Source: an optimization exercise on an open RTL-to-GDS flow (aim: small area). Production flows keep margins and buffers that such runs may drop. For this run, only the layout was checked, not whether the RTL still works. Power figures rest on the tool's default switching activity, not on a simulated workload.

<file path="flow/config.mk">
export PLATFORM = sky130hd
export DESIGN_NAME = qr_frame_tx
export DESIGN_NICKNAME = qr_frame_tx
export VERILOG_FILES = /design/flow/design.v
export SDC_FILE = /design/flow/constraint.sdc
export NUM_CORES = 4
export LEC_CHECK = 0
export CAP_MARGIN = 10
export CORE_MARGIN = 2
export CORE_UTILIZATION = 50
export CTS_BUF_LIST = sky130_fd_sc_hd__clkbuf_8
export CTS_CLUSTER_DIAMETER = 50
export CTS_CLUSTER_SIZE = 18
export PLACE_DENSITY = 0.65
export SLEW_MARGIN = 10
export SYNTH_HIERARCHICAL = 1
</file>
<file path="flow/constraint.sdc">
create_clock -name core_clock -period 4.0 [get_ports {i_clk}]
set_input_delay 0.8000 -clock core_clock [delete_from_list [all_inputs] [get_ports {i_clk}]]
set_output_delay 0.8000 -clock core_clock [all_outputs]
set_load 0.01 [all_outputs]
</file>
<file path="flow/design.v">
package qr_pkg;
   localparam int DATA_W    = 16;
   localparam int FRAME_LEN = 20;
   localparam int H_DIM     = 4;
   typedef struct packed {
      logic signed [DATA_W-1:0] re;
      logic signed [DATA_W-1:0] im;
   } cplx_t;
   typedef enum logic [1:0] {
      IDLE,
      SEND,
      GAP
   } state_t;
endpackage
module qr_ao222n (
   input  logic [2:0] a,
   input  logic [2:0] b,
   output logic       y
);
   assign y = ~((a[0] & b[0]) | (a[1] & b[1]) | (a[2] & b[2]));
endmodule
module qr_nand2 (
   input  logic [1:0] a,
   output logic       y
);
   assign y = ~&a;
endmodule
module qr_rd_tail (
   input  logic [21:0] n,
   input  logic        take,
   input  logic        hold,
   output logic        y
);
   assign y = take ? ~&n : hold;
endmodule
module qr_rd_bit (
   input  logic [63:0] sel,
   input  logic [63:0] d,
   input  logic        take,
   input  logic        hold,
   output logic        y
);
   logic [21:0] n;
   for (genvar k = 0; k < 21; k++) begin : g_l1
      qr_ao222n u (.a(sel[3*k +: 3]), .b(d[3*k +: 3]), .y(n[k]));
   end
   qr_nand2 u_l1_last (.a({sel[63], d[63]}), .y(n[21]));
   qr_rd_tail u_tail (.n(n), .take(take), .hold(hold), .y(y));
endmodule
module qr_dec64 (
   input  logic [7:0]  lo_n,
   input  logic [7:0]  hi_n,
   output logic [63:0] y
);
   for (genvar m = 0; m < 8; m++) begin : g_hi
      for (genvar k = 0; k < 8; k++) begin : g_lo
         assign y[8*m + k] = ~(lo_n[k] | hi_n[m]);
      end
   end
endmodule
module qr_frame_tx #(
   parameter int DATA_W     = qr_pkg::DATA_W,
   parameter int FRAME_LEN  = qr_pkg::FRAME_LEN,
   parameter int DEPTH      = 64,
   parameter int GAP_CYCLES = 8
) (
   input  logic                i_clk,
   input  logic                i_rst_n,
   input  logic                i_clr,
   input  logic                s_valid,
   input  logic [2*DATA_W-1:0] s_data,
   output logic                s_ready,
   output logic                o_trig,
   output logic [2*DATA_W-1:0] o_data,
   output logic                o_busy,
   output logic [15:0]         o_frame_cnt
);
   localparam int W  = 2*DATA_W;
   localparam int AW = $clog2(DEPTH);
   localparam int CW = AW + 1;
   localparam int PW = $clog2(FRAME_LEN + GAP_CYCLES + 1);
   localparam logic [PW-1:0] LAST_POP = PW'(FRAME_LEN - 2);
   localparam logic [PW-1:0] LAST_TRG = PW'(FRAME_LEN - 1);
   localparam logic [PW-1:0] LAST_PH  = PW'(FRAME_LEN + GAP_CYCLES - 1);
   logic [CW-1:0] count;
   logic [AW-1:0] wr_ptr;
   logic [AW-1:0] rd_ptr;
   logic          busy;
   logic [PW-1:0] pcnt;
   logic          push;
   logic          pop;
   logic          frame_done;
   logic [W-1:0]  rd_word;
   assign s_ready    = i_rst_n && (count != CW'(DEPTH)) && !i_clr;
   assign push       = s_valid && s_ready;
   assign pop        = !i_clr && (busy ? (pcnt <= LAST_POP) : (count >= CW'(FRAME_LEN)));
   assign frame_done = !i_clr && busy && (pcnt == LAST_POP);
   assign o_busy     = busy;
   assign o_trig     = busy && (pcnt <= LAST_TRG);
   localparam int NSL = 16;
   logic [7:0] wlo_n, whi_n, rlo_n, rhi_n;
   always_comb begin
      for (int k = 0; k < 8; k++) begin
         wlo_n[k] = !(push && wr_ptr[2:0] == 3'(k));
         whi_n[k] = !(wr_ptr[5:3] == 3'(k));
         rlo_n[k] = !(rd_ptr[2:0] == 3'(k));
         rhi_n[k] = !(rd_ptr[5:3] == 3'(k));
      end
   end
   for (genvar g = 0; g < W/NSL; g++) begin : g_sl
      logic [DEPTH-1:0] we;
      logic [DEPTH-1:0] rs;
      logic [NSL-1:0]   mem [DEPTH];
      qr_dec64 u_wdec (.lo_n(wlo_n), .hi_n(whi_n), .y(we));
      qr_dec64 u_rdec (.lo_n(rlo_n), .hi_n(rhi_n), .y(rs));
      for (genvar i = 0; i < DEPTH; i++) begin : g_w
         always_ff @(posedge i_clk) begin
            if (we[i]) mem[i] <= s_data[g*NSL +: NSL];
         end
      end
      for (genvar j = g*NSL; j < (g+1)*NSL; j++) begin : g_b
         logic [DEPTH-1:0] d;
         for (genvar i = 0; i < DEPTH; i++) begin : g_w
            assign d[i] = mem[i][j - g*NSL];
         end
         qr_rd_bit u_rd (.sel(rs), .d(d), .take(pop), .hold(o_data[j]), .y(rd_word[j]));
      end
   end
   always_ff @(posedge i_clk or negedge i_rst_n) begin
      if (!i_rst_n) o_data <= '0;
      else          o_data <= rd_word;
   end
   always_ff @(posedge i_clk or negedge i_rst_n) begin
      if (!i_rst_n) begin
         count       <= '0;
         wr_ptr      <= '0;
         rd_ptr      <= '0;
         busy        <= 1'b0;
         pcnt        <= '0;
         o_frame_cnt <= '0;
      end else if (i_clr) begin
         count       <= '0;
         wr_ptr      <= '0;
         rd_ptr      <= '0;
         busy        <= 1'b0;
         pcnt        <= '0;
         o_frame_cnt <= '0;
      end else begin
         if (push) wr_ptr <= wr_ptr + 1'b1;
         if (pop)  rd_ptr <= rd_ptr + 1'b1;
         if (push && !pop)      count <= count + 1'b1;
         else if (pop && !push) count <= count - 1'b1;
         if (busy) begin
            pcnt <= pcnt + 1'b1;
            if (pcnt == LAST_PH) busy <= 1'b0;
         end else if (pop) begin
            busy <= 1'b1;
            pcnt <= '0;
         end
         if (frame_done) o_frame_cnt <= o_frame_cnt + 16'd1;
      end
   end
endmodule
</file>
<file path="flow/run.sh">
#!/bin/bash
# synth_recipe.tcl (not shown) runs the flow's synth.tcl, then flattens the netlist and writes it again
# the make line also repeats each setting of config.mk as NAME=value (left out here)
make -C /OpenROAD-flow-scripts/flow DESIGN_CONFIG=/design/flow/config.mk WORK_HOME=/design/flow/orfs CLKGATE_MAP_FILE= SYNTH_SCRIPT=/design/flow/synth_recipe.tcl finish
</file>
==> results.txt <==
[timing repair]
action / 4_1_cts / 5_1_grt
setup endpoints to repair: 0 / 1
gates resized for setup: 0 / 1
hold buffers: 0 / 0
[stage by stage]
stage          util (%)  instance area (um2)  setup WS [ns]  cells  power [W]
3_5_place_dp       53.7                80300          0.192   6017     0.0291
2_1_floorplan         -                75100          0.455   3658     0.0268
3_3_place_gp       53.7                80300          0.101   6017     0.0291
4_1_cts            56.1                83800          0.192   6308     0.0413
5_1_grt            56.1                83900          0.102   6311     0.0424
6_report           56.1                83900          0.182   6313     0.0412
[flip-flops by register name, indices dropped and copies added (netlist names)]
signal	count
busy	1
rd_ptr	6
g_sl.mem	2048
o_data	32
count	7
o_frame_cnt	16
pcnt	5
wr_ptr	6
[modules after synthesis (local to each module, per instance), a selection]
module / flops+latches / cells
qr_ao222n: 0 / 1
qr_dec64: 0 / 80
qr_frame_tx: 2121 / 2378
qr_nand2: 0 / 1
qr_rd_tail: 0 / 8
[metal layers]
layer | vias up | global-route usage (%)
met5 | - | 0
met4 | 6 | 7.37
met3 | 286 | 5.23
met2 | 2438 | 38.8
met1 | 21500 | 36.8
li1 | 17500 | -
[logic make-up after synthesis]
logic type | after synthesis | share of synthesized area (%)
fa+ha+maj | 21 | 0.360
simple gates | 648 | 4.28
buf+inv | 92 | 0.983
mux | 5 | 0.0733
xor+xnor | 19 | 0.222
compound gates | 752 | 9.78
flops | 2121 | 84.3
[layout by cell type, fill, tap and decap left out, types with 16 or more instances in the layout]
| cell | n |
|---|---|
| nand2_1 | 58 |
| ha_1 | 20 |
| or4_1 | 32 |
| clkbuf_8 | 169 |
| buf_4 | 333 |
| dfrtp_1 | 73 |
| edfxtp_1 | 2048 |
| bufinv_16 | 16 |
| buf_2 | 33 |
| clkdlybuf4s50_1 | 52 |
| o32a_1 | 32 |
| clkinv_2 | 16 |
| inv_1 | 41 |
| inv_6 | 17 |
| a222oi_1 | 672 |
| nand4_1 | 165 |
| clkinvlp_4 | 17 |
| o21ai_0 | 16 |
| nor2_1 | 277 |
| nand3_1 | 53 |
[worst min path at each step]
stage | startpoint | to | slack (ns) | depth (start not counted)
global route | i_rst_n | rd_ptr[4] | 0.09 | 2
floorplan | pcnt[4] | pcnt[4] | 0.48 | 1
detailed placement | pcnt[4] | pcnt[4] | 0.52 | 1
global placement | pcnt[4] | pcnt[4] | 0.51 | 1
CTS | i_rst_n | count[6] | 0.02 | 2
finish | i_rst_n | rd_ptr[3] | 0.10 | 2
[report_power, final]
group | switching, W | total (W) | internal, W
logic | 0.00252 | 0.00385 | 0.00133
clock network | 0.00729 | 0.0125 | 0.00523
registers | 0.000305 | 0.0249 | 0.0246
[cell type report]
type / count / area, um2
well taps: 2016 / 2520
fillers: 11100 / 65600
diodes: 4 / 10.0
repair buffers: 423 / 3290
clock inverters: 122 / 1260
multi-input cells: 1445 / 11100
flip-flops and latches: 2121 / 63300
inverters: 13 / 48.8
clock buffers: 169 / 2330
==> run_results.csv <==
group,metric,value,unit
status,outcome,"timing/DRC/antenna clean",
logic_synthesis,ys_types,53,
sta,final-setup-viol-count,0,
logic_synthesis,yosysWarningCount,9,
sta,slew_viol_final,0,
setup_path,critPathCaptureType,"flop",
setup_path,cp.required,4.83,ns
sta,finalCritPeriodShare,95.4,%
floorplan,row_count,142,
setup_path,crit_path_top_delay_cell,"a222oi_1",
floorplan,die_w,392,um
clock_tree,worstSkewPairLatency,0.96,ns
sta,fin_skew,0.0539,ns
setup_path,worst_r2r_path_depth,9,
placed_design,portBuffers,86,
floorplan,core-area,149000,um2
flow_run,cap_viol_max_count,0,
logic_synthesis,synthTopCellsByCount,"edfxtp_1, a222oi_1, nor2_1",
sta,hold_viol,0,
placed_design,place.gp.congestion,0.839,
logic_synthesis,synth_edf_count,2048,
global_routing,track_usage,25.3,%
clock_tree,postCtsSetupBuffers,0,
power,cellPowerDensity,491,nW/um2
logic_synthesis,synth_largest_area_cell,"edfxtp_1",
setup_path,critPathMaxFanout,16,
layout,finalNetCount,4223,
layout,layout-drive-gt1-share,15.3,%
logic_synthesis,synth_area_per_cell,20.5,um2
routing,drt_first_pass_iters,9,
global_routing,overflow,0,
setup_path,r2r_end,"o_data[15]",
sta,fmax,262,MHz
routing,m1WireLength,78600,um
logic_synthesis,synth_seq_cells,2121,
logic_synthesis,yosysMostFrequentCell,"edfxtp_1",
floorplan,start_util,50.3,%
worst_hold_path,hold_class,"in -> async",
sta,fin_hold_ws,0.100,ns
setup_path,crit_path_end,"o_data[15]",
setup_path,setup.worst_path.start_class,"flop",
routing,drt_wl_total,197000,um
setup_path,startpoint,"rd_ptr[0]",
sta,rsz0062_at_grt,"no",
logic_synthesis,syn_area,75100,um2
layout,area_growth,11.6,%
floorplan,die_h,392,um
routing,ant_nets,0,
logic_synthesis,syn_inst,3658,
setup_path,crit_chain,"inv_1, ha_1, nand2_1, buf_4, nor2_1, a222oi_1, nand4_1, or4_1, o32a_1",
clock_tree,htreeDepth,4,
logic_synthesis,synth_area_leaders,"edfxtp_1, a222oi_1, dfrtp_1",
routing,wl_met2,91500,um
clock_tree,clk_path_buf_depth,3,
routing,drc,0,
sta,period_minus_slack,3.82,ns
clock_tree,cts_buffers,162,
power,p_leak,26.0,nW
setup_path,rrSetupSlack,0.18,ns
placed_design,dpl.hpwl,121000,um
routing,vias_per_cell,6.62,
clock_tree,root_buffer,"clkbuf_8",
routing,highest_layer,"met5",
clock_tree,clk_pin_slew,0.11,ns
setup_path,crit_family,"simple AND/OR/NAND/NOR gates",
power,vdd_drop_max,0.330,mV
setup_path,path_class,"reg -> reg",
setup_path,slowest_delay,0.69,ns
routing,wl_per_cell,31.1,um
logic_synthesis,async_reset_ff_share,3.44,%
sta,setup-tns-final,0,ns
global_routing,grt_max_degree,65,
setup_path,cp.depth,9,
floorplan,die-area,153000,um2
routing,via_count,41800,
logic_synthesis,synth_seq_area_share,84.3,%
logic_synthesis,synth_nets,3715,
clock_tree,cts_sinks,2121,
global_routing,grt_pass1_wl,278000,um
logic_synthesis,synthFlopType,"edfxtp_1",
clock_tree,cts_tree,"done",
logic_synthesis,yosysTopAreaCellShare,81.9,%
setup_path,r2r-start,"rd_ptr[0]",
setup_path,path_buf_inv,2,
floorplan,io_pins,87,
setup_path,crit_arrival,4.65,ns
routing,dr_wl_met3,21200,um
routing,drt-initial-drc-count,8118,
global_routing,grt_pass1_vias,39300,
global_routing,antenna_found_initial,8,
sta,worstMarginPinSlew,1.31,ns
sta,timing.slew.headroom,12.2,%

[port drivers added, routing unchanged]
Ports are ideal in the flow. The routed layout listed here was re-timed in OpenROAD. Step 1: set_driving_cell puts a clkbuf_16 on i_clk and a buf_2 on each other input, an assumption about the parent block. Step 2 moves the port delays by t, midway between the first and last clock arrival at a register: inputs arrive t later, outputs are due t later. That takes back most of the time a late clock gives input paths. a / b / c = no drivers / after step 1 / after step 2; a / b = the first two.
t, ns: 1.010
slack for setup (ns): 0.182 / 0.182 / 0.182
hold slack, ns: 0.100 / 0.073 / 0.530
After both steps this run still meets setup and hold. The setup slack of this run moves by 0.000 ns with the drivers and by 0.000 ns with both steps.
